Background: an optimization exercise with open tools, aiming at small area. Do not read the settings as production practice.
Function was checked by simulation only, so behaviour that the tests miss may differ from the original.
Power is estimated from default activity; no workload was simulated.

<file path="design/flow/flow/run.sh">
#!/bin/bash
# Standard layout, with the port buffers made from the smallest buffer cell.
set -euo pipefail
bash standard.sh BUFFER_PORTS_ARGS="-buffer_cell sky130_fd_sc_hd__buf_1" finish > standard_flow.log 2>&1
</file>
<file path="design/flow/constraint.sdc">
create_clock -name core_clock -period 4.0 [get_ports {clk}]
set_input_delay 0.8000 -clock core_clock [delete_from_list [all_inputs] [get_ports {clk}]]
set_output_delay 0.8000 -clock core_clock [all_outputs]
set_load 0.01 [all_outputs]
</file>
<file path="design/flow/standard.sh">
#!/bin/bash
# synth_recipe.tcl (not shown) runs the flow's synth.tcl, then flattens the netlist and writes it again
# the make line also repeats each setting of config.mk as NAME=value (left out here)
make -C /OpenROAD-flow-scripts/flow DESIGN_CONFIG=/design/flow/config.mk WORK_HOME=/design/flow/orfs CLKGATE_MAP_FILE= SYNTH_SCRIPT=/design/flow/synth_recipe.tcl "${@:-finish}"
</file>
<file path="design/flow/config.mk">
export PLATFORM = sky130hd
export DESIGN_NAME = bitline_integrator
export DESIGN_NICKNAME = bitline_integrator
export VERILOG_FILES = /design/flow/design.v
export SDC_FILE = /design/flow/constraint.sdc
export NUM_CORES = 4
export LEC_CHECK = 0
export CAP_MARGIN = 20
export CORE_MARGIN = 2
export CORE_UTILIZATION = 40
export CTS_CLUSTER_DIAMETER = 150
export CTS_CLUSTER_SIZE = 30
export SLEW_MARGIN = 20
export SYNTH_HIERARCHICAL = 1
</file>
<file path="design/flow/design.v">
module bli_fa (input logic a, b, c, output logic s, co);
    assign {co, s} = a + b + c;
endmodule
module bli_ha (input logic a, b, output logic s, co);
    assign {co, s} = a + b;
endmodule
module bli_dbit (input logic s, ovf, nclr, output logic d);
    assign d = nclr && (s || ovf);
endmodule
module bli_skip (input logic [7:0] hi, input logic c4, output logic c8, ovf);
    assign c8  = c4 && (&hi[3:0]);
    assign ovf = c4 && (&hi);
endmodule
module bitline_integrator #(
    parameter int unsigned COLS       = 32,
    parameter int unsigned DATA_WIDTH = 4,
    parameter int unsigned ACC_WIDTH  = 12,
    parameter int unsigned WIN_WIDTH  = 10
) (
    input  logic                       clk,
    input  logic                       rst_n,
    input  logic                       start,
    input  logic                       abort,
    input  logic [WIN_WIDTH-1:0]       window_len,
    input  logic                       sample_valid,
    input  logic [COLS*DATA_WIDTH-1:0] samples,
    output logic                       busy,
    output logic                       out_valid,
    input  logic                       out_ready,
    output logic [COLS*ACC_WIDTH-1:0]  out_sums,
    output logic [COLS-1:0]            out_sat,
    output logic                       sample_dropped
);
    logic                       busy_q, done_q, dropped_q;
    logic [WIN_WIDTH-1:0]       left_q;      
    logic [COLS*ACC_WIDTH-1:0]  sums_q, sums_d;
    logic [COLS-1:0]            sat_q, sat_d;
    logic start_ok, take, last_sample, nclr;
    assign start_ok    = start && !busy_q && (!done_q || out_ready);
    assign take        = busy_q && sample_valid;
    assign last_sample = (left_q == WIN_WIDTH'(1));
    assign nclr        = !start_ok;
    always_ff @(posedge clk or negedge rst_n) begin
        if (!rst_n) begin
            busy_q    <= 1'b0;
            done_q    <= 1'b0;
            dropped_q <= 1'b0;
        end else begin
            dropped_q <= sample_valid && !busy_q;
            if (abort) begin
                busy_q <= 1'b0;
                done_q <= 1'b0;
            end else if (start_ok) begin
                busy_q <= (window_len != '0);
                done_q <= (window_len == '0);
            end else if (take && last_sample) begin
                busy_q <= 1'b0;
                done_q <= 1'b1;
            end else if (done_q && out_ready) begin
                done_q <= 1'b0;
            end
        end
    end
    always_ff @(posedge clk) begin
        if (start_ok)  left_q <= window_len;
        else if (take) left_q <= left_q - 1'b1;
    end
    for (genvar c = 0; c < COLS; c++) begin : g_col
        logic [ACC_WIDTH-1:0]  q, s;
        logic [ACC_WIDTH-1:0]  cy;
        logic [DATA_WIDTH-1:0] x;
        logic                  ovf;
        assign q = sums_q[c*ACC_WIDTH +: ACC_WIDTH];
        assign x = samples[c*DATA_WIDTH +: DATA_WIDTH] & {DATA_WIDTH{take}};
        bli_ha u_b0 (.a(q[0]), .b(x[0]), .s(s[0]), .co(cy[1]));
        for (genvar i = 1; i < DATA_WIDTH; i++) begin : g_fa
            bli_fa u (.a(q[i]), .b(x[i]), .c(cy[i]), .s(s[i]), .co(cy[i+1]));
        end
        for (genvar i = 4; i < 7; i++) begin : g_ha_lo
            bli_ha u (.a(q[i]), .b(cy[i]), .s(s[i]), .co(cy[i+1]));
        end
        assign s[7] = q[7] ^ cy[7];
        for (genvar i = 8; i < 11; i++) begin : g_ha_hi
            bli_ha u (.a(q[i]), .b(cy[i]), .s(s[i]), .co(cy[i+1]));
        end
        assign s[11] = q[11] ^ cy[11];
        bli_skip u_skip (.hi(q[11:4]), .c4(cy[4]), .c8(cy[8]), .ovf(ovf));
        for (genvar i = 0; i < ACC_WIDTH; i++) begin : g_d
            bli_dbit u (.s(s[i]), .ovf(ovf), .nclr(nclr), .d(sums_d[c*ACC_WIDTH+i]));
        end
        bli_dbit u_sat (.s(sat_q[c]), .ovf(ovf), .nclr(nclr), .d(sat_d[c]));
    end
    always_ff @(posedge clk) begin
        sums_q <= sums_d;
        sat_q  <= sat_d;
    end
    assign busy           = busy_q;
    assign out_valid      = done_q;
    assign out_sums       = sums_q;
    assign out_sat        = sat_q;
    assign sample_dropped = dropped_q;
endmodule
</file>
==> results of run 1 <==
==> per-stage QoR <==
step | cells | setup WS [ns] | instance area [um2] | util (%)
detailed placement | 2767 | 0.04446 | 22460 | 46.84
finish | 2792 | 0.4312 | 22980 | 47.94
CTS | 2790 | 0.4232 | 22980 | 47.93
floorplan | 1611 | 0.2772 | 19530 | -
global route | 2791 | 0.3234 | 22980 | 47.93
global placement | 2767 | 0.1125 | 22460 | 46.84
==> worst reg2reg max path: cells and delay by family, from the launching register on <==
kind / cells / cell delay (ns)
xor gates and xnor gates: 1 / 0.16
buffers and inverters: 1 / 0.20
AOI/OAI and AO/OA: 1 / 0.17
DFF: 1 / 0.56
adders and majority gates: 7 / 1.96
and+or+nand+nor: 3 / 0.42
==> metal layers <==
metal	GRT usage, %	up-vias	share of wire [%]
met5	0	-	0.021
met4	5.618	2	2.7
met3	5.880	67	8.3
met2	34.96	357	48
met1	24.05	6998	41
li1	-	6952	-
==> sequential cells by signal (all words and copies together), names as in the netlist <==
register	count
sat_q	32
left_q	10
busy_q	1
sums_q	384
dropped_q	1
done_q	1
==> per-module statistics from Yosys, one instance, submodules excluded <==
module / cell area [um2] / flip-flops and latches / cells
bitline_integrator: 10590 / 429 / 715
bli_ha: 12.51 / 0 / 1
bli_skip: 33.78 / 0 / 5
bli_fa: 20.02 / 0 / 1
bli_dbit: 7.507 / 0 / 1
==> synth_stat cells (all sizes together) (2+ instances only) <==
master	n
nand3	33
edfxtp	10
and3	128
or3	4
ha	226
nand4b	2
xnor2	2
or4	2
nand2	34
nand4	32
a31oi	4
nor4	4
o21a	417
inv	4
xor2	64
clkbuf	31
nor2	35
o31a	3
dfxtp	416
fa	96
a21oi	4
o31ai	2
nor2b	3
nor3	41
dfrtp	3
==> cell families (layout without fill, tap and decap cells) <==
| logic type | after synthesis | count (layout) | share of synthesized area [%] |
|---|---|---|---|
| AND/OR/NAND/NOR | 323 | 323 | 10.72 |
| multiplexers | 1 | 1 | 0.05768 |
| adder cells (fa/ha/maj) | 322 | 322 | 24.33 |
| buffers and inverters | 36 | 600 | 0.6986 |
| AO/OA/AOI/OAI | 434 | 434 | 16.65 |
| flip-flops | 429 | 429 | 44.58 |
| XOR/XNOR | 66 | 66 | 2.961 |
| other | 0 | 2 | 0 |
==> layout make-up <==
type / count / area, um2 / area share (%)
inverter: 4 / 27.53 / 0.1198
tap: 615 / 769.5 / 3.348
multi-input combinational: 1146 / 10680 / 46.47
sequential: 429 / 8707 / 37.88
clock inverter: 1 / 30.03 / 0.1306
timing repair buffer: 574 / 2281 / 9.924
clock buffer: 21 / 483.0 / 2.101
antenna: 2 / 5.005 / 0.02177
==> path summary, 6_finish.rpt <==
| check | depth (start not counted) | from | slack, ns | endpoint |
|---|---|---|---|---|
| worst max-delay path | 13 | busy_q | 0.43 | sums_q[191] |
| worst min-delay path | 1 | sat_q[23] | 0.46 | sat_q[23] |
| worst max register to register | 13 | busy_q | 0.43 | sums_q[191] |
| worst min register to register | 1 | sat_q[23] | 0.46 | sat_q[23] |
| max in group asynchronous | 2 | rst_n | 3.26 | busy_q |
| min in group asynchronous | 2 | rst_n | 0.57 | busy_q |
==> where the power goes <==
group / switching [uW] / total, uW / internal [uW] / leakage [uW]
combinational: 638 / 1080 / 437 / 0.00693
sequential: 208 / 4740 / 4530 / 0.00350
clock: 1370 / 2250 / 884 / 0.000248
total: 2220 / 8070 / 5850 / 0.0107
==> impl_results.md, run 1 <==
* Status: timing/DRC/antenna clean
* Final min period at 3.569 ns
* GP Congestion at 0.8796
* Mean post-synth cell area at 12.12 um2
* Final hold slack at 0.4587 ns
* Congestion Overflow GR at 0
* DIE HEIGHT at 224.9 um
* Die ar. at 0.05059 mm2
* Initial antenna violation count at 2
* CP bufs+invs at 1
* Antenna-violating nets left at 0
* Power per cell area at 351.1 mW/mm2
* Vias at between 10000 and 15000
* Pwr Total at 8069 uW
* Post-synthesis cell count at roughly 1600
* Share of the synthesized area in the top cell type at 42.66%
* Final setup fails at 0
* Clk latency of the worst-skew pair at between 0.5 and 0.6 ns
* Drt wl/cell at 18.66 um
* Largest area contributor in the netlist: dfxtp_1
* Fraction of registers with async set/reset at less than 1%
* Chip Width at 224.9 um
* Final WL at 52.11 mm
* Hold Buf Count CTS at 1
* Crit path max fanout at 60
* Arr. time, crit path at 4.02 ns
* Setup crit end kind: flop
* Syn_nets at 2077
* Cell Area, Synth at 0.01952 mm2
* CP delay by family, top: adder cells
* Initial Utilization at between 40% and 50%
* Main flop type after synthesis: dfxtp_1
* DR DRC count at 0
* Final Hold Vio Count at 0
* Drt pass-1 iters at 4
* Setup Skew at 0.02506 ns
* Most frequent cells in the layout: buf_1, o21a_1, dfxtp_1, ha_1, and3_1
* Commonest non-fill, non-tap cell in the layout: buf_1
* Max H-tree Level at 1
* Pin count of the biggest net entering global routing at 220
* Max Cap Viol at 0
* Slew margin rel. at between 20% and 30%
* Worst EP required at 4.45 ns
* CP cell instances: buf_12 > and3_1 > ha_1 > fa_1 > fa_1 > fa_1 > nand3_2 > nor2_1 > ha_1 > ha_1 > ha_1 > xor2_1 > o21a_1
* Sequential share of the synthesized area at 44.58%
* Critical path's largest stage delay at between 0.5 and 0.6 ns
* Slew @ Worst Pin at 1.105 ns
* Clock Tree Root: clkbuf_16
* Max VDD drop at 0.2861 mV
* Final slew viol count at 0
* Static Leak at 0.01068 uW
* Clk buf depth at 3
* Layout cells sized above 1 at 4.644%
* Vias in the first global route at between 10000 and 15000
* Hold/Removal Path Class: reg -> reg
* CP most frequent cell: ha_1
* Yosys cell types at 40
* Setup TNS Final at 0 ns
* Register bit total from synthesis at between 400 and 500
* Inserted Clock Buffers at 18
* Via-to-Cell Ratio at 5.149
* Final net count at between 2000 and 3000
* Core Footprint at 0.04795 mm2
* Final period util at between 80% and 90%
* Reg clk slew, reported paths at 0.11 ns
* Postcts setup bufs at 0
* CTS Sinks at between 400 and 500
* Number of synthesized flops with an enable pin at 10
* Worst path slowest cell: dfrtp_4
* GRT Util Overall at ~20%
* Rows at 80
* Synth-to-layout area growth at 17.74%
* Synth area leaders: dfxtp_1, o21a_1, ha_1
* RSZ-0062 raised after global routing: no
* Setup Crit Path Kind: reg -> reg
* # resized after CTS at 0
* IO buf count at about 560
* CP Launch Type: flop
* Yosys warns at 7
* Initial DRC Count at 665
* First-pass GRT wire length at 80.85 mm
* Post-DP HPWL at 40.04 mm
* CTS tree: yes
* I/O pin cnt at 563
* Max frequency at about 0.28 GHz
* Filler Cell Count at 4550
==> run 2: changes to the inputs <==
--- a/design/flow/design.v
+++ b/design/flow/design.v
@@ -7,9 +7,25 @@
 module bli_dbit (input logic s, ovf, nclr, output logic d);
     assign d = nclr && (s || ovf);
 endmodule
-module bli_skip (input logic [7:0] hi, input logic c4, output logic c8, ovf);
-    assign c8  = c4 && (&hi[3:0]);
-    assign ovf = c4 && (&hi);
+module bli_xnor (input logic a, b, output logic y);
+    assign y = ~(a ^ b);
+endmodule
+module bli_xor (input logic a, b, output logic y);
+    assign y = a ^ b;
+endmodule
+module bli_nand (input logic a, b, output logic y);
+    assign y = ~(a & b);
+endmodule
+module bli_andn (input logic a, bn, output logic y);
+    assign y = a & ~bn;
+endmodule
+module bli_dbitn (input logic ns, novf, clr, output logic d);
+    assign d = ~((ns & novf) | clr);
+endmodule
+module bli_skip (input logic [7:0] hi, input logic c4, output logic c8, ovf, novf);
+    assign c8   = c4 && (&hi[3:0]);
+    assign ovf  = c4 && (&hi);
+    assign novf = !(c4 && (&hi));
 endmodule
 module bitline_integrator #(
     parameter int unsigned COLS       = 32,
@@ -76,16 +92,22 @@
         for (genvar i = 1; i < DATA_WIDTH; i++) begin : g_fa
             bli_fa u (.a(q[i]), .b(x[i]), .c(cy[i]), .s(s[i]), .co(cy[i+1]));
         end
-        for (genvar i = 4; i < 7; i++) begin : g_ha_lo
-            bli_ha u (.a(q[i]), .b(cy[i]), .s(s[i]), .co(cy[i+1]));
+        logic [ACC_WIDTH-1:0] ns, ncy;
+        logic                 novf;
+        bli_skip u_skip (.hi(q[11:4]), .c4(cy[4]), .c8(cy[8]), .ovf(ovf), .novf(novf));
+        for (genvar b = 4; b < ACC_WIDTH; b += 4) begin : g_blk
+            bli_xnor u_s0 (.a(q[b]),   .b(cy[b]),    .y(ns[b]));
+            bli_nand u_c0 (.a(q[b]),   .b(cy[b]),    .y(ncy[b+1]));
+            bli_xor  u_s1 (.a(q[b+1]), .b(ncy[b+1]), .y(ns[b+1]));
+            bli_andn u_c1 (.a(q[b+1]), .bn(ncy[b+1]), .y(cy[b+2]));
+            bli_xnor u_s2 (.a(q[b+2]), .b(cy[b+2]),  .y(ns[b+2]));
+            bli_nand u_c2 (.a(q[b+2]), .b(cy[b+2]),  .y(ncy[b+3]));
+            bli_xor  u_s3 (.a(q[b+3]), .b(ncy[b+3]), .y(ns[b+3]));
         end
-        assign s[7] = q[7] ^ cy[7];
-        for (genvar i = 8; i < 11; i++) begin : g_ha_hi
-            bli_ha u (.a(q[i]), .b(cy[i]), .s(s[i]), .co(cy[i+1]));
+        for (genvar i = DATA_WIDTH; i < ACC_WIDTH; i++) begin : g_dn
+            bli_dbitn u (.ns(ns[i]), .novf(novf), .clr(start_ok), .d(sums_d[c*ACC_WIDTH+i]));
         end
-        assign s[11] = q[11] ^ cy[11];
-        bli_skip u_skip (.hi(q[11:4]), .c4(cy[4]), .c8(cy[8]), .ovf(ovf));
-        for (genvar i = 0; i < ACC_WIDTH; i++) begin : g_d
+        for (genvar i = 0; i < DATA_WIDTH; i++) begin : g_d
             bli_dbit u (.s(s[i]), .ovf(ovf), .nclr(nclr), .d(sums_d[c*ACC_WIDTH+i]));
         end
         bli_dbit u_sat (.s(sat_q[c]), .ovf(ovf), .nclr(nclr), .d(sat_d[c]));
==> design/flow/flow/run.sh (replaced) <==
#!/bin/bash
# Standard layout with three changes: the port buffers are made from the
# smallest buffer cell, every combinational cell from synthesis starts at its
# smallest drive strength (the repair steps size up where needed), and cells
# off the critical paths are sized down again after global routing.
set -euo pipefail
bash standard.sh \
  BUFFER_PORTS_ARGS="-buffer_cell sky130_fd_sc_hd__buf_1" \
  PRE_FLOORPLAN_TCL="$PWD/flow/downsize.tcl" \
  RECOVER_POWER=100 \
  finish > standard_flow.log 2>&1
==> design/flow/flow/downsize.tcl (new file) <==
# Give every combinational cell from synthesis its smallest drive strength;
# the flow's own repair steps size up again wherever timing, slew or load need it.
set n_resized 0
set saved 0.0
foreach inst [[ord::get_db_block] getInsts] {
  set master [$inst getMaster]
  set name [$master getName]
  if { ![regexp {^(sky130_fd_sc_hd__[a-z0-9]+)_([0-9]+)$} $name -> base drive] } { continue }
  if { [$master isSequential] } { continue }
  if { [regexp {__(df|edf|sdf|dl|clk|conb|tap|fill|decap|diode)} $base] } { continue }
  set cur [get_lib_cells $name]
  set best $cur
  set best_area [get_property $cur area]
  foreach cand [get_lib_cells ${base}_*] {
    set cname [get_property $cand name]
    if { ![regexp "^${base}_\[0-9\]+\$" $cname] } { continue }
    if { [get_property $cand dont_use] } { continue }
    set a [get_property $cand area]
    if { $a < $best_area } { set best $cand; set best_area $a }
  }
  if { $best != $cur } {
    set saved [expr { $saved + [get_property $cur area] - $best_area }]
    replace_cell [get_cells [$inst getName]] $best
    incr n_resized
  }
}
puts "downsize: $n_resized cells set to their smallest drive, [format %.1f $saved] um2 less"
==> impl_results.md, run 2 <==
* Postcts setup bufs at 0
* Slew @ Worst Pin at around 1.5 ns
* Arr. time, crit path at around 3.8 ns
* Final setup fails at 0
* Worst EP required at 4.35 ns
* Syn_nets at approximately 2100
* Final min period at 3.472 ns
* Final slew viol count at a little over 90
* DR DRC count at 0
* Die ar. at 0.04899 mm2
* Power per cell area at 362.3 mW/mm2
* Drt wl/cell at 18.10 um
* Filler Cell Count at 4506
* Yosys warns at 7
* Worst slack at placement at 0.3356 ns
* Congestion Overflow GR at 0
* Final period util at 86.80%
* Max H-tree Level at 1
* Commonest non-fill, non-tap cell in the layout: buf_1
* Max VDD drop at 0.3601 mV
* Hold/Removal Path Class: in -> async
* Setup Skew at 0.03086 ns
* Final Hold Vio Count at 0
* Post-DP HPWL at 41.16 mm
* Most frequent cells in the layout: buf_1, dfxtp_1, a21oi_1, nand2_1, o21a_1
* Clk buf depth at 3
* Seq pwr share at 58.7%
* Initial antenna violation count at 1
* Final WL at between 50 and 60 mm
* Crit path max fanout at 192
* SO Faults: max-slew violations
* Pint at 5843 uW
* Clock Tree Root: clkbuf_16
* Comb pwr share at 13.1%
* CP Launch Type: flop
* Reg with most FFs: sums_q
* Layout cells sized above 1 at 1.502%
* Drt pass-1 iters at 5
* Register area at 0.008707 mm2
* Vias at 15410
* CTS tree: yes
* Pwr Total at 8092 uW
* # resized after CTS at 0
* IO buf count at 562
* Rows at a little under 80
* Max Cap Viol at 0
* GRT Util Overall at 21.33%
* Via-to-Cell Ratio at just over 5
* Finished Layout Cells at roughly 3000
* I/O pin cnt at roughly 560
* GP Congestion at between 0.8 and 0.9
* Switch share at 27.79%
* Switch Pwr at 2249 uW
* Antenna-violating nets left at 0
* Fin util at ~48%
* Largest register FFs at roughly 380
* Static Leak at 0.007987 uW
* Vias in the first global route at roughly 15000
* Setup Crit Path Kind: reg -> reg
* Inserted Clock Buffers at 18
* Clock power frac at 28.2%
* Setup crit end kind: flop
* Clk latency of the worst-skew pair at around 0.56 ns
* Area of the multi-input gates at 0.01008 mm2
* Core Footprint at 0.04656 mm2
* Biggest regs: sums_q (384), sat_q (32), left_q (10)
* DIE HEIGHT at 221.3 um
* Pin count of the biggest net entering global routing at 193
* Final net count at 2668
* Max frequency at 0.2880 GHz
* First-pass GRT wire length at 85.06 mm
* Status: finished with violations
* Hold Buf Count CTS at 0
* CTS Sinks at 429
* Setup WS post-layout at 0.5281 ns
* Initial Utilization at 40.58%
* Initial DRC Count at 617
* Slew margin rel. at -2.255%
* Placed cells at 2981
* Chip Width at about 220 um
* RSZ-0062 raised after global routing: no
* Reg clk slew, reported paths at 0.12 ns
* Post-synthesis cell count at 1833
[run 2: cell count changes in the layout (fill, tap and decap cells not counted), sizes merged, moves of 3 or more]
cell	previous run	this run
o21a	417	161
a21oi	4	259
ha	226	34
nand2	34	163
xnor2	2	129
xor2	64	129
nor2b	3	67
or3	4	37
buf	572	557
clkbuf	22	37
o21ai	1	4
[run 2: path summary, 6_finish.rpt]
| kind | from | endpoint | slack, ns | cells past startpoint |
|---|---|---|---|---|
| max | busy_q | sums_q[347] | 0.53 | 5 |
| min | rst_n | busy_q | 0.04 | 1 |
| max reg2reg | busy_q | sums_q[347] | 0.53 | 5 |
| min reg2reg | sat_q[8] | sat_q[8] | 0.46 | 1 |
| max in group asynchronous | rst_n | busy_q | 3.76 | 1 |
| min in group core_clock | abort | done_q | 0.45 | 2 |
[run 2: cell type report]
class,instances,share of cell area [%]
Antenna cell,4,0.04482
Tap cell,607,3.400
Inverter,4,0.07282
Clock buffer,22,2.179
Sequential cell,429,38.98
Multi-Input combinational cell,1369,45.15
Clock inverter,1,0.1344
Timing Repair Buffer,572,10.04
[run 2: power groups by stage]
stage | Sequential (uW) | Clock, uW | Combinational [uW]
detailed placement | 4850 | 0 | 1080
finish | 4750 | 2290 | 1060
global placement | 4840 | 0 | 1060
floorplan | 4910 | 0 | 526
global route | 4790 | 2520 | 1180
CTS | 4760 | 2380 | 1090
[run 2: routing by layer]
layer / global-route usage (%) / routed length, um / share of wire, %
met1: 25.30 / 21990 / 40
met2: 36.67 / 26690 / 49
met3: 6.161 / 3988 / 7.3
met4: 7.642 / 1772 / 3.3
met5: 0 / 0 / 0
[run 2: metrics by stage]
stage | setup TNS (ns) | hold slack [ns] | instance area [um2]
after floorplan | -121.48 | 0.4951 | 18930
after global placement | 0 | 0.4316 | 21840
after detailed placement | 0 | 0.4388 | 21840
after CTS | 0 | 0.009968 | 22360
after global routing | 0 | 0.008151 | 22330
final | 0 | 0.04110 | 22340
[run 2: critical path: stages (launching register included)]
cell and delay [ns]:
dfrtp_4 0.67, nor2b_1 0.51, nand2_8 0.47, clkinvlp_2 0.26, buf_6 0.97, a21oi_1 0.08
==> run 3: changes to the inputs <==
==> design/flow/flow/run.sh (replaced) <==
#!/bin/bash
# Standard layout with these changes: the port buffers are made from the
# smallest buffer cell; every combinational cell from synthesis starts at its
# smallest drive strength (the repair steps size up where needed); the clock
# tree uses no dummy loads; cells off the critical paths are sized down again
# after global routing.
set -euo pipefail
bash standard.sh \
  BUFFER_PORTS_ARGS="-buffer_cell sky130_fd_sc_hd__buf_1" \
  PRE_FLOORPLAN_TCL="$PWD/flow/downsize.tcl" \
  CTS_ARGS="-sink_clustering_enable -repair_clock_nets -dont_use_dummy_load -sink_clustering_size 25 -sink_clustering_max_diameter 100" \
  RECOVER_POWER=100 \
  finish > standard_flow.log 2>&1
--- a/design/flow/config.mk
+++ b/design/flow/config.mk
@@ -8,7 +8,7 @@
 export CAP_MARGIN = 20
 export CORE_MARGIN = 2
 export CORE_UTILIZATION = 40
-export CTS_CLUSTER_DIAMETER = 150
-export CTS_CLUSTER_SIZE = 30
-export SLEW_MARGIN = 20
+export CTS_CLUSTER_DIAMETER = 100
+export CTS_CLUSTER_SIZE = 25
+export SLEW_MARGIN = 50
 export SYNTH_HIERARCHICAL = 1
==> impl_results.md, run 3 <==
* Final WL at 54.72 mm
* Core Footprint at 0.04656 mm2
* Finished Layout Cells at 3006
* Static Leak at 0.008029 uW
* GRT Util Overall at between 20% and 30%
* Final slew viol count at 0
* Area of the multi-input gates at 0.01008 mm2
* Rows at 79
* Setup crit end kind: flop
* Reg2reg setup slack at 0.38 ns
* Drt wl/cell at 18.20 um
* RR Startpoint: busy_q
* Yosys warns at 7
* Postcts setup bufs at 0
* IO buf count at around 560
* Chip Width at 221.3 um
* Reg with most FFs: sums_q
* First-pass GRT wire length at 86.04 mm
* Vias at 15380
* # resized after CTS at 0
* Via-to-Cell Ratio at approximately 5.1
* Clk latency of the worst-skew pair at between 0.5 and 0.6 ns
* GP Congestion at 0.8803
* Fin util at 48.11%
* Finished Cell Area at 0.02240 mm2
* Most frequent cells in the layout: buf_1, dfxtp_1, a21oi_1, nand2_1, o21a_1
* Inserted Clock Buffers at 23
* CP Launch Type: flop
* Worst EP required at about 4.4 ns
* Final Hold Vio Count at 0
* Max VDD drop at 0.3172 mV
* DR DRC count at 0
* Max frequency at between 0.2 and 0.3 GHz
* Placed cells at 2982
* Biggest regs: sums_q (384), sat_q (32), left_q (10)
* CTS Sinks at approximately 430
* Worst slack at placement at 0.3652 ns
* Status: timing/DRC/antenna clean
* Max Cap Viol at 0
* RSZ-0062 raised after global routing: no
* Post-DP HPWL at 41.38 mm
* R2R cell count at 6
* FF-to-FF End: sums_q[139]
* Vias in the first global route at approximately 15000
* Slew @ Worst Pin at 1.298 ns
* Drt pass-1 iters at 5
* Syn_nets at approximately 2100
* Congestion Overflow GR at 0
* CTS tree: yes
* Hold/Removal Path Class: in -> async
* Initial antenna violation count at 2
* Pin count of the biggest net entering global routing at around 120
* Final period util at between 90% and 100%
* Clock Tree Root: clkbuf_16
* Setup WS post-layout at 0.3825 ns
* Max H-tree Level at 1
* Setup TNS Final at 0 ns
* Post-DP Area at 0.02187 mm2
* Initial Utilization at between 40% and 50%
* Commonest non-fill, non-tap cell in the layout: buf_1
* Setup Crit Path Kind: reg -> reg
* Antenna-violating nets left at 0
* Slew margin rel. at 13.47%
* I/O pin cnt at 563
* Layout cells sized above 1 at 1.668%
* Arr. time, crit path at 4.00 ns
* Largest register FFs at 384
* Crit path max fanout at 114
* Post-synthesis cell count at 1833
* Clk buf depth at 3
* DIE HEIGHT at 221.3 um
* Filler Cell Count at roughly 4500
* Register area at roughly 0.0087 mm2
* Final setup fails at 0
* Final net count at 2674
* Initial DRC Count at 690
* Final min period at 3.618 ns
* Die ar. at between 0.04 and 0.05 mm2
* Power per cell area at 367.8 mW/mm2
* Reg clk slew, reported paths at 0.11 ns
* Setup Skew at 0.04881 ns
* Hold Buf Count CTS at 0
==> run 3: worst max-delay path by stage <==
stage,from,end,slack (ns),cells after the start
final,busy_q,sums_q[139],0.38,6
after floorplan,out_ready,left_q[6],-0.97,4
after global routing,busy_q,sums_q[114],0.20,6
after CTS,busy_q,sums_q[347],0.59,13
after global placement,sample_valid,sums_q[179],0.40,14
after detailed placement,sample_valid,sums_q[95],0.37,14
==> run 3: layout make-up <==
type                    count  area share (%)
repair buffers            573           10.07
multi-input cells        1369           45.02
inverters                   4         0.07262
well taps                 607           3.391
flip-flops and latches    429           38.87
clock buffers              23           2.570
diodes                      1         0.01117
==> run 3: through the flow <==
stage               power [uW]  hold WS, ns
finish                    8239      0.03724
global route              8658      0.02394
CTS                       8386      0.01470
detailed placement        5940       0.4396
global placement          5900       0.4316
floorplan                 5440       0.4951
==> run 3: where the power goes <==
| group | switching [uW] | internal (uW) | total (uW) |
|---|---|---|---|
| clock | 1400 | 1030 | 2430 |
| sequential | 213 | 4530 | 4740 |
| combinational | 643 | 424 | 1070 |
| total | 2250 | 5980 | 8240 |
==> run 3: critical path, cell delays in order, from the launching register on <==
cell and delay (ns):
dfrtp_4 0.67, nor2b_1 0.53, nand2_8 0.46, clkinvlp_2 0.27, buf_6 0.48, buf_6 0.73, a21oi_1 0.10
==> run 3: metal layers <==
metal	up-vias	part of all wire [%]	global-route usage, %
met1	7411	41	26.46
met4	2	3.9	8.487
li1	7468	-	-
met2	402	48	36.45
met3	96	6.7	5.258
met5	-	0.024	0
==> run 4: changes to the inputs <==
--- a/design/flow/design.v
+++ b/design/flow/design.v
@@ -78,22 +78,24 @@
         end
     end
     always_ff @(posedge clk) begin
-        if (start_ok)  left_q <= window_len;
-        else if (take) left_q <= left_q - 1'b1;
+        if (!busy_q) left_q <= window_len;
+        else         left_q <= left_q - WIN_WIDTH'(take);
     end
     for (genvar c = 0; c < COLS; c++) begin : g_col
         logic [ACC_WIDTH-1:0]  q, s;
         logic [ACC_WIDTH-1:0]  cy;
         logic [DATA_WIDTH-1:0] x;
-        logic                  ovf;
+        logic                  ovf, novf;
+        logic [ACC_WIDTH-1:0]  ns, ncy;
         assign q = sums_q[c*ACC_WIDTH +: ACC_WIDTH];
         assign x = samples[c*DATA_WIDTH +: DATA_WIDTH] & {DATA_WIDTH{take}};
-        bli_ha u_b0 (.a(q[0]), .b(x[0]), .s(s[0]), .co(cy[1]));
+        logic nx0;
+        bli_nand u_x0 (.a(samples[c*DATA_WIDTH]), .b(take), .y(nx0));
+        bli_xor  u_s0 (.a(q[0]), .b(nx0), .y(ns[0]));
+        bli_andn u_c0 (.a(q[0]), .bn(nx0), .y(cy[1]));
         for (genvar i = 1; i < DATA_WIDTH; i++) begin : g_fa
             bli_fa u (.a(q[i]), .b(x[i]), .c(cy[i]), .s(s[i]), .co(cy[i+1]));
         end
-        logic [ACC_WIDTH-1:0] ns, ncy;
-        logic                 novf;
         bli_skip u_skip (.hi(q[11:4]), .c4(cy[4]), .c8(cy[8]), .ovf(ovf), .novf(novf));
         for (genvar b = 4; b < ACC_WIDTH; b += 4) begin : g_blk
             bli_xnor u_s0 (.a(q[b]),   .b(cy[b]),    .y(ns[b]));
@@ -107,7 +109,8 @@
         for (genvar i = DATA_WIDTH; i < ACC_WIDTH; i++) begin : g_dn
             bli_dbitn u (.ns(ns[i]), .novf(novf), .clr(start_ok), .d(sums_d[c*ACC_WIDTH+i]));
         end
-        for (genvar i = 0; i < DATA_WIDTH; i++) begin : g_d
+        bli_dbitn u_d0 (.ns(ns[0]), .novf(novf), .clr(start_ok), .d(sums_d[c*ACC_WIDTH]));
+        for (genvar i = 1; i < DATA_WIDTH; i++) begin : g_d
             bli_dbit u (.s(s[i]), .ovf(ovf), .nclr(nclr), .d(sums_d[c*ACC_WIDTH+i]));
         end
         bli_dbit u_sat (.s(sat_q[c]), .ovf(ovf), .nclr(nclr), .d(sat_d[c]));
==> design/flow/flow/run.sh (replaced) <==
#!/bin/bash
# Standard layout with these changes: the port buffers are made from the
# smallest buffer cell; every combinational cell from synthesis starts at its
# smallest drive strength (the repair steps size up where needed); the clock
# tree uses no dummy loads.
set -euo pipefail
bash standard.sh \
  BUFFER_PORTS_ARGS="-buffer_cell sky130_fd_sc_hd__buf_1" \
  PRE_FLOORPLAN_TCL="$PWD/flow/downsize.tcl" \
  CTS_ARGS="-sink_clustering_enable -repair_clock_nets -dont_use_dummy_load -sink_clustering_size 25 -sink_clustering_max_diameter 100" \
  finish > standard_flow.log 2>&1
--- a/design/flow/config.mk
+++ b/design/flow/config.mk
@@ -7,7 +7,7 @@
 export LEC_CHECK = 0
 export CAP_MARGIN = 20
 export CORE_MARGIN = 2
-export CORE_UTILIZATION = 40
+export CORE_UTILIZATION = 65
 export CTS_CLUSTER_DIAMETER = 100
 export CTS_CLUSTER_SIZE = 25
 export SLEW_MARGIN = 50
==> impl_results.md, run 4 <==
* Setup Skew at 0.05675 ns
* Pin count of the biggest net entering global routing at 168
* Vias in the first global route at 15550
* Clock Tree Root: clkbuf_16
* Pint at 5982 uW
* GRT Util Overall at 34.49%
* Max Cap Viol at 0
* CP Launch Type: flop
* Rows at between 60 and 70
* Slew @ Worst Pin at 0.6943 ns
* Core Footprint at 0.02847 mm2
* CTS tree: yes
* Hold/Removal Path Class: in -> async
* Inserted Clock Buffers at 21
* Congestion Overflow GR at 0
* Worst EP required at around 4.4 ns
* Final min period at around 3.3 ns
* Postcts setup bufs at 0
* Die ar. at 0.03011 mm2
* Setup Crit Path Kind: reg -> reg
* RSZ-0062 raised after global routing: no
* CP cell instances: and2_2 > buf_4 > nand2_1 > nor2b_1 > fa_1 > fa_1 > fa_1 > nand3_1 > nor2_1 > nand2_1 > nor2b_1 > nand2_1 > xor2_1 > a21oi_1
* Initial DRC Count at 818
* Hold Buf Count CTS at 0
* R2R cell count at 14
* Vias at 16000
* Worst path slowest cell: dfrtp_4
* Clock power frac at 27.3%
* Setup crit end kind: flop
* Arr. time, crit path at around 3.7 ns
* Final period util at 83.50%
* Static Leak at 0.007614 uW
* Status: timing/DRC/antenna clean
* Layout cells sized above 1 at 1.606%
* Drt pass-1 iters at 7
* First-pass GRT wire length at 83.18 mm
* Post-synthesis cell count at 1859
* Final slew viol count at 0
* Power per cell area at around 380 mW/mm2
* Setup TNS Final at 0 ns
* Met2 wire len at 25.99 mm
* Reg clk slew, reported paths at 0.10 ns
* Finished Cell Area at between 0.02 and 0.025 mm2
* Largest register FFs at roughly 380
* Filler Cell Count at between 2000 and 2500
* Syn_nets at 2101
* FF-to-FF End: sums_q[59]
* Finished Layout Cells at about 2800
* Clk latency of the worst-skew pair at 0.54 ns
* Final WL at 53.64 mm
* Initial Utilization at 65.62%
* Post-DP Area at 0.02135 mm2
* GP Congestion at 0.9401
* WL met1 at 20.32 mm
* Worst Setup SP: busy_q
* Drt wl/cell at 18.99 um
* Clk buf depth at 3
* Yosys warns at 7
* Max H-tree Level at 1
* Met3 WL at 4.205 mm
* RR Startpoint: busy_q
* Commonest non-fill, non-tap cell in the layout: buf_1
* Crit path to: sums_q[59]
* Reg with most FFs: sums_q
* Top layer in use: met4
* I/O pin cnt at 563
* DIE HEIGHT at 173.5 um
* DR DRC count at 0
* # resized after CTS at 0
* Via-to-Cell Ratio at 5.664
* IO buf count at about 560
* Switch Pwr at 2324 uW
* Max VDD drop at approximately 0.30 mV
* Crit path max fanout at 15
* Antenna-violating nets left at 0
* Critical path's largest stage delay at 0.52 ns
* Placed cells at 2791
* Seq pwr share at between 50 and 60%
* Switch share at 27.98%
* Initial antenna violation count at 11
* Slew margin rel. at 53.71%
* Biggest regs: sums_q (384), sat_q (32), left_q (10)
* Post-DP HPWL at 40.35 mm
* Chip Width at 173.5 um
* Final setup fails at 0
* Comb pwr share at 14.8%
* Final net count at approximately 2700
* Reg2reg setup slack at ~0.66 ns
* CTS Sinks at approximately 430
* Max frequency at 0.2994 GHz
* Final Hold Vio Count at 0
* Most frequent cells in the layout: buf_1, dfxtp_1, a21oi_1, nand2_1, xor2_1
-- run 4: layer usage --
metal	vias up	GRT usage [%]
met2	578	58.60
met4	0	18.01
li1	7517	-
met1	7759	40.72
met5	-	0
met3	148	8.289
-- run 4: cell type report --
type | count | area [um2] | area share (%)
diodes | 12 | 30.03 | 0.1369
clock buffers | 21 | 525.5 | 2.396
inverters | 7 | 31.28 | 0.1426
multi-input cells | 1400 | 9988 | 45.54
flip-flops and latches | 429 | 8607 | 39.25
well taps | 384 | 480.5 | 2.191
repair buffers | 572 | 2268 | 10.34
-- run 4: power groups by stage --
stage | Combinational [uW] | Sequential (uW) | Clock [uW]
detailed placement | 1220 | 4900 | 0
finish | 1230 | 4810 | 2270
floorplan | 600 | 4990 | 0
global placement | 1180 | 4890 | 0
CTS | 1230 | 4810 | 2300
global route | 1360 | 4860 | 2430
-- run 4: worst min path at each step --
stage	from	to	slack (ns)
3_3_place_gp	sat_q[4]	sat_q[4]	0.43
5_1_grt	rst_n	done_q	0.10
4_1_cts	rst_n	dropped_q	0.10
3_5_place_dp	sat_q[16]	sat_q[16]	0.44
6_report	rst_n	dropped_q	0.11
2_1_floorplan	left_q[8]	left_q[8]	0.46
-- run 4: worst max-delay path: cells and delay by family (launching register included) --
| family | cells | cell delay, ns |
|---|---|---|
| AO/OA/AOI/OAI | 1 | 0.08 |
| XOR/XNOR | 1 | 0.14 |
| adder cells (fa/ha/maj) | 3 | 1.23 |
| buffers and inverters | 1 | 0.23 |
| flip-flops | 1 | 0.52 |
| AND/OR/NAND/NOR | 8 | 1.00 |
-- run 4: stage by stage --
stage	hold WS (ns)	worst slack, ns	util (%)	total power (uW)
after floorplan	0.4625	-7.093	-	5590
after global placement	0.4335	0.3811	74.95	6076
after detailed placement	0.4407	0.2121	74.98	6123
after CTS	0.1008	0.6423	76.83	8334
after global routing	0.1042	0.4814	77.02	8645
final	0.1083	0.6598	77.03	8306
==> run 5: changes to the inputs <==
--- a/design/flow/design.v
+++ b/design/flow/design.v
@@ -22,10 +22,9 @@
 module bli_dbitn (input logic ns, novf, clr, output logic d);
     assign d = ~((ns & novf) | clr);
 endmodule
-module bli_skip (input logic [7:0] hi, input logic c4, output logic c8, ovf, novf);
-    assign c8   = c4 && (&hi[3:0]);
-    assign ovf  = c4 && (&hi);
-    assign novf = !(c4 && (&hi));
+module bli_ovf (input logic q, nc, output logic ovf, novf);
+    assign ovf  = q & ~nc;
+    assign novf = ~(q & ~nc);
 endmodule
 module bitline_integrator #(
     parameter int unsigned COLS       = 32,
@@ -96,16 +95,15 @@
         for (genvar i = 1; i < DATA_WIDTH; i++) begin : g_fa
             bli_fa u (.a(q[i]), .b(x[i]), .c(cy[i]), .s(s[i]), .co(cy[i+1]));
         end
-        bli_skip u_skip (.hi(q[11:4]), .c4(cy[4]), .c8(cy[8]), .ovf(ovf), .novf(novf));
-        for (genvar b = 4; b < ACC_WIDTH; b += 4) begin : g_blk
+        for (genvar b = DATA_WIDTH; b < ACC_WIDTH; b += 2) begin : g_up
             bli_xnor u_s0 (.a(q[b]),   .b(cy[b]),    .y(ns[b]));
             bli_nand u_c0 (.a(q[b]),   .b(cy[b]),    .y(ncy[b+1]));
             bli_xor  u_s1 (.a(q[b+1]), .b(ncy[b+1]), .y(ns[b+1]));
-            bli_andn u_c1 (.a(q[b+1]), .bn(ncy[b+1]), .y(cy[b+2]));
-            bli_xnor u_s2 (.a(q[b+2]), .b(cy[b+2]),  .y(ns[b+2]));
-            bli_nand u_c2 (.a(q[b+2]), .b(cy[b+2]),  .y(ncy[b+3]));
-            bli_xor  u_s3 (.a(q[b+3]), .b(ncy[b+3]), .y(ns[b+3]));
+            if (b + 2 < ACC_WIDTH) begin : g_c1
+                bli_andn u_c1 (.a(q[b+1]), .bn(ncy[b+1]), .y(cy[b+2]));
+            end
         end
+        bli_ovf u_ovf (.q(q[ACC_WIDTH-1]), .nc(ncy[ACC_WIDTH-1]), .ovf(ovf), .novf(novf));
         for (genvar i = DATA_WIDTH; i < ACC_WIDTH; i++) begin : g_dn
             bli_dbitn u (.ns(ns[i]), .novf(novf), .clr(start_ok), .d(sums_d[c*ACC_WIDTH+i]));
         end
--- a/design/flow/flow/run.sh
+++ b/design/flow/flow/run.sh
@@ -7,5 +7,5 @@
 bash standard.sh \
   BUFFER_PORTS_ARGS="-buffer_cell sky130_fd_sc_hd__buf_1" \
   PRE_FLOORPLAN_TCL="$PWD/flow/downsize.tcl" \
-  CTS_ARGS="-sink_clustering_enable -repair_clock_nets -dont_use_dummy_load -sink_clustering_size 25 -sink_clustering_max_diameter 100" \
+  CTS_ARGS="-sink_clustering_enable -repair_clock_nets -dont_use_dummy_load -sink_clustering_size 30 -sink_clustering_max_diameter 100" \
   finish > standard_flow.log 2>&1
--- a/design/flow/config.mk
+++ b/design/flow/config.mk
@@ -9,6 +9,6 @@
 export CORE_MARGIN = 2
 export CORE_UTILIZATION = 65
 export CTS_CLUSTER_DIAMETER = 100
-export CTS_CLUSTER_SIZE = 25
+export CTS_CLUSTER_SIZE = 30
 export SLEW_MARGIN = 50
 export SYNTH_HIERARCHICAL = 1
==> impl_results.md, run 5 <==
* Initial antenna violation count at 15
* Initial Utilization at between 60% and 70%
* Setup Crit Path Kind: reg -> reg
* Finished Cell Area at 0.02156 mm2
* Arr. time, crit path at around 4.0 ns
* Vias in the first global route at 14700
* Largest register FFs at between 300 and 400
* Hold Buf Count CTS at 0
* CP cell instances: and2_2 > buf_12 > nand2_1 > nor2b_1 > fa_1 > fa_1 > fa_1 > nand2_1 > nor2b_1 > nand2_1 > nor2b_1 > nand2_1 > nor2b_1 > nand2_1 > nand2b_1 > a21oi_1
* I/O pin cnt at 563
* Reg clk slew, reported paths at 0.12 ns
* Rows at 61
* Static Leak at 0.007646 uW
* Final min period at 3.701 ns
* Slew margin rel. at between 50 and 60%
* CTS Sinks at 429
* Final WL at 52.72 mm
* Post-DP Area at 0.02107 mm2
* Switch Pwr at 2286 uW
* Final slew viol count at 0
* R2R cell count at 16
* Core Footprint at 0.02778 mm2
* Yosys warns at 7
* Number of cells on the critical path at 16
* Biggest regs: sums_q (384), sat_q (32), left_q (10)
* Commonest non-fill, non-tap cell in the layout: buf_1
* Antenna-violating nets left at 0
* Clock Tree Root: clkbuf_16
* Congestion Overflow GR at 0
* Postcts setup bufs at 0
* Drt wl/cell at slightly below 20 um
* Most frequent cells in the layout: buf_1, dfxtp_1, a21oi_1, nand2_1, nor2b_1
* CP bufs+invs at 1
* Via-to-Cell Ratio at 5.515
* Syn_nets at between 2000 and 2500
* Critical path's largest stage delay at 0.55 ns
* GRT Util Overall at 33.94%
* Post-synthesis cell count at around 1800
* CTS tree: yes
* Setup Skew at about 0.054 ns
* # resized after CTS at 0
* Crit path max fanout at 21
* Status: timing/DRC/antenna clean
* Pin count of the biggest net entering global routing at 148
* Worst EP required at 4.34 ns
* Hold/Removal Path Class: in -> async
* Chip Width at 171.9 um
* Final Hold Vio Count at 0
* CP Launch Type: flop
* First-pass GRT wire length at 78.34 mm
* Pint at roughly 5900 uW
* Power per cell area at 377.8 mW/mm2
* RSZ-0062 raised after global routing: no
* DIE HEIGHT at 171.9 um
* Drt pass-1 iters at 5
* Die ar. at 0.02955 mm2
* Slew @ Worst Pin at 0.6681 ns
* Inserted Clock Buffers at 18
* Layout cells sized above 1 at 1.840%
* Clk buf depth at 3
* Final period util at between 90 and 100%
* Setup TNS Final at 0 ns
* Max H-tree Level at 1
* Max frequency at 0.2702 GHz
* Max Cap Viol at 0
* Setup crit end kind: flop
* Max VDD drop at 0.3227 mV
* Seq pwr share at between 50% and 60%
* CP delay by family, top: simple AND/OR/NAND/NOR gates
* Reg with most FFs: sums_q
* Vias at 15070
* Initial DRC Count at around 870
* Comb pwr share at around 15%
* CP most frequent cell: nand2_1
* Final net count at 2581
* Worst Setup SP: busy_q
* Final setup fails at 0
* Clock power frac at about a quarter
* DR DRC count at 0
* Post-DP HPWL at 40.09 mm
* Worst path slowest cell: dfrtp_4
* IO buf count at 562
* GP Congestion at 0.8842
* RR Startpoint: busy_q
* Clk latency of the worst-skew pair at about 0.54 ns
* Switch share at between 20% and 30%
-- run 5: cell type report --
| class | count | area (um2) |
|---|---|---|
| clock buffer | 18 | 450.4 |
| antenna | 18 | 45.04 |
| tap | 378 | 473.0 |
| inverter | 7 | 31.28 |
| multi-input combinational | 1304 | 9628 |
| sequential | 429 | 8607 |
| fill | 2061 | 6221 |
| timing repair buffer | 579 | 2326 |
-- run 5: final timing paths --
path                       slack [ns]     endpoint
max                              0.30  sums_q[282]
min                              0.09    dropped_q
max reg2reg                      0.30  sums_q[282]
min reg2reg                      0.45    sat_q[23]
max in group asynchronous        3.66       busy_q
min in group core_clock          0.45    sat_q[23]
-- run 5: power by group through the flow --
stage / Sequential, uW / Combinational [uW] / Clock [uW]
2_1_floorplan: 4990 / 597 / 0
3_3_place_gp: 4890 / 1180 / 0
3_5_place_dp: 4910 / 1230 / 0
4_1_cts: 4810 / 1240 / 2130
5_1_grt: 4860 / 1360 / 2280
6_report: 4810 / 1240 / 2090
-- run 5: routing by layer --
metal,part of all wire [%],up-vias,GRT usage (%)
met5,0,-,0
met4,6.2,0,18.38
met3,8.4,157,8.858
met2,49,553,58.20
met1,37,7285,38.87
li1,-,7077,-
-- run 5: metrics by stage --
stage / instances / utilization [%] / power, uW / hold slack (ns) / worst slack [ns]
2_1_floorplan: 1763 / - / 5583 / 0.4625 / -7.093
3_3_place_gp: 2697 / 75.79 / 6076 / 0.4324 / 0.09412
3_5_place_dp: 2697 / 75.82 / 6136 / 0.4389 / -0.02179
4_1_cts: 2715 / 77.45 / 8179 / 0.07610 / 0.3508
5_1_grt: 2730 / 77.58 / 8495 / 0.07045 / 0.1304
6_report: 2733 / 77.61 / 8146 / 0.08864 / 0.2989
==> run 6: changes to the inputs <==
--- a/design/flow/design.v
+++ b/design/flow/design.v
@@ -1,8 +1,5 @@
 module bli_fa (input logic a, b, c, output logic s, co);
     assign {co, s} = a + b + c;
-endmodule
-module bli_ha (input logic a, b, output logic s, co);
-    assign {co, s} = a + b;
 endmodule
 module bli_dbit (input logic s, ovf, nclr, output logic d);
     assign d = nclr && (s || ovf);
@@ -22,9 +19,8 @@
 module bli_dbitn (input logic ns, novf, clr, output logic d);
     assign d = ~((ns & novf) | clr);
 endmodule
-module bli_ovf (input logic q, nc, output logic ovf, novf);
-    assign ovf  = q & ~nc;
-    assign novf = ~(q & ~nc);
+module bli_inv (input logic a, output logic y);
+    assign y = ~a;
 endmodule
 module bitline_integrator #(
     parameter int unsigned COLS       = 32,
@@ -103,7 +99,8 @@
                 bli_andn u_c1 (.a(q[b+1]), .bn(ncy[b+1]), .y(cy[b+2]));
             end
         end
-        bli_ovf u_ovf (.q(q[ACC_WIDTH-1]), .nc(ncy[ACC_WIDTH-1]), .ovf(ovf), .novf(novf));
+        bli_andn u_ovf  (.a(q[ACC_WIDTH-1]), .bn(ncy[ACC_WIDTH-1]), .y(ovf));
+        bli_inv  u_novf (.a(ovf), .y(novf));
         for (genvar i = DATA_WIDTH; i < ACC_WIDTH; i++) begin : g_dn
             bli_dbitn u (.ns(ns[i]), .novf(novf), .clr(start_ok), .d(sums_d[c*ACC_WIDTH+i]));
         end
--- a/design/flow/config.mk
+++ b/design/flow/config.mk
@@ -7,8 +7,8 @@
 export LEC_CHECK = 0
 export CAP_MARGIN = 20
 export CORE_MARGIN = 2
-export CORE_UTILIZATION = 65
+export CORE_UTILIZATION = 72
 export CTS_CLUSTER_DIAMETER = 100
 export CTS_CLUSTER_SIZE = 30
-export SLEW_MARGIN = 50
+export SLEW_MARGIN = 35
 export SYNTH_HIERARCHICAL = 1
==> impl_results.md, run 6 <==
* GP Congestion at 0.9325
* CTS tree: yes
* Crit path max fanout at 22
* FF-to-FF End: sums_q[102]
* Final slew viol count at 0
* Vias in the first global route at 15170
* Filler Cell Count at 1503
* Final min period at between 3 and 4 ns
* Max frequency at 0.2676 GHz
* CTS Sinks at 429
* Reg with most FFs: sums_q
* Largest register FFs at roughly 380
* Slew margin rel. at 45.06%
* Biggest regs: sums_q (384), sat_q (32), left_q (10)
* IO buf count at between 500 and 600
* Inserted Clock Buffers at 18
* Final Hold Vio Count at 0
* Core Footprint at roughly 0.025 mm2
* Fin util at approximately 85%
* Antenna-violating nets left at 0
* Static Leak at 0.007589 uW
* First-pass GRT wire length at 81.63 mm
* Vias at 15420
* Worst EP required at 4.44 ns
* Clk buf depth at 3
* CP Launch Type: flop
* Worst Setup SP: busy_q
* Most frequent cells in the layout: buf_1, dfxtp_1, a21oi_1, nand2_1, xor2_1
* DIE HEIGHT at 163.2 um
* Power per cell area at 382.2 mW/mm2
* Clock Tree Root: clkbuf_16
* Reg clk slew, reported paths at between 0.1 and 0.15 ns
* Final hold slack at 0.1115 ns
* R2R cell count at 17
* Syn_nets at between 2000 and 2500
* Final WL at 54.61 mm
* Reg2reg setup slack at 0.26 ns
* Pin count of the biggest net entering global routing at 192
* Drt wl/cell at 20.38 um
* Post-DP HPWL at 40.76 mm
* Final setup fails at 0
* Congestion Overflow GR at 0
* Final period util at 93.41%
* Placed cells at 2643
* Layout cells sized above 1 at 2.016%
* Initial antenna violation count at 13
* DR DRC count at 0
* Max VDD drop at roughly 0.36 mV
* Initial Utilization at approximately 73%
* Max H-tree Level at 1
* Slew @ Worst Pin at just over 0.8 ns
* Drt pass-1 iters at 5
* Arr. time, crit path at between 4 and 5 ns
* GRT Util Overall at 39.30%
* Yosys warns at 7
* Status: timing/DRC/antenna clean
* Setup Crit Path Kind: reg -> reg
* Post-synthesis cell count at 1763
* Hold/Removal Path Class: in -> async
* Final net count at 2575
* Setup crit end kind: flop
* Rows at 58
* Setup Skew at 0.05314 ns
* Hold Buf Count CTS at 0
* Setup WS post-layout at 0.2637 ns
* Max Cap Viol at 0
* Commonest non-fill, non-tap cell in the layout: buf_1
* Chip Width at 163.2 um
* Die ar. at about 0.027 mm2
* Via-to-Cell Ratio at 5.753
* Worst slack at placement at -0.1680 ns
* I/O pin cnt at 563
* Crit path to: sums_q[102]
* RR Startpoint: busy_q
* Finished Layout Cells at 2680
* Clk latency of the worst-skew pair at ~0.53 ns
* Initial DRC Count at 1082
[run 6: power breakdown]
| part | total (uW) | internal, uW | switching, uW |
|---|---|---|---|
| sequential | 4810 | 4550 | 258 |
| combinational | 1260 | 487 | 771 |
| clock | 2100 | 819 | 1280 |
[run 6: stage by stage]
step	cell area [um2]	power, uW	setup TNS (ns)
2_1_floorplan	18260	5583	-1579.18
4_1_cts	21280	8162	0
3_3_place_gp	20830	6064	0
3_5_place_dp	20830	6132	-16.75
5_1_grt	21360	8482	-0.001743
6_report	21370	8168	0
[run 6: repair_timing]
item / 4_1_cts / 5_1_grt
setup buffers: 0 / 0
endpoints found under the setup margin: 0 / 58
resized for setup: 0 / 11
[run 6: layer usage]
layer / GRT usage (%) / part of all wire [%]
met2: 65.77 / 48
met3: 12.39 / 9.0
met4: 25.58 / 7.5
met5: 0 / 0
met1: 43.14 / 35
[run 6: cell type report]
class | count | area (um2) | area share (%)
antenna | 19 | 47.55 | 0.2225
clock buffer | 18 | 450.4 | 2.108
inverter | 39 | 148.9 | 0.6967
multi-input combinational | 1272 | 9453 | 44.23
sequential | 429 | 8607 | 40.28
tap | 330 | 412.9 | 1.932
timing repair buffer | 573 | 2251 | 10.53
[run 6: worst min-delay path by stage]
stage	slack, ns	end
2_1_floorplan	0.46	left_q[8]
4_1_cts	0.11	dropped_q
5_1_grt	0.1	dropped_q
3_3_place_gp	0.43	sat_q[2]
3_5_place_dp	0.44	sat_q[4]
6_report	0.11	dropped_q
[run 6: worst max-delay path, stage by stage, from the launching register on]
cell	delay, ns
dfrtp_4	0.47
and2_2	0.20
buf_12	0.21
nand2_1	0.11
nor2b_1	0.17
fa_1	0.23
fa_1	0.19
fa_1	0.23
nand2_1	0.10
nor2b_1	0.28
nand2_1	0.15
nor2b_1	0.21
nand2_1	0.12
nor2b_1	0.22
nand2_1	0.13
nor2b_2	0.25
inv_1	0.21
a21oi_1	0.19

## separate check: timing with driven ports
No port has a modelled driver above. Below, the same layouts with a new extraction and two added sets of constraints. Step 1 assumes that a clkbuf_16 drives the clock port and a buf_2 every other input. Step 2 also shifts input and output timing later by t, the mid clock arrival at the registers, as if the neighbouring blocks saw the same clock. a / b / c = ideal / step 1 / step 2; a / b = the first two.
run	t, ns	slack for setup (ns)	hold WS [ns]	worst register clock-pin slew, ns	pins driven straight from the clock port
run 1	0.595	0.431 / 0.431 / 0.004	0.459 / 0.459 / 0.459	0.12 / 0.12	1
run 2	0.597	0.528 / 0.528 / 0.268	0.041 / 0.009 / 0.464	0.12 / 0.12	1
run 3	0.589	0.382 / 0.382 / 0.171	0.037 / 0.008 / 0.458	0.11 / 0.11	1
run 4	0.565	0.660 / 0.660 / 0.218	0.108 / 0.110 / 0.464	0.10 / 0.10	1
run 5	0.565	0.299 / 0.299 / -0.105	0.089 / 0.056 / 0.454	0.12 / 0.12	1
run 6	0.559	0.264 / 0.264 / -0.254	0.111 / 0.092 / 0.465	0.12 / 0.12	1
With both steps, setup timing fails in run 5 and run 6, where it was met with ideal ports. The setup slack of run 6, which loses most, moves by 0.000 ns with the drivers and by -0.518 ns with both steps.
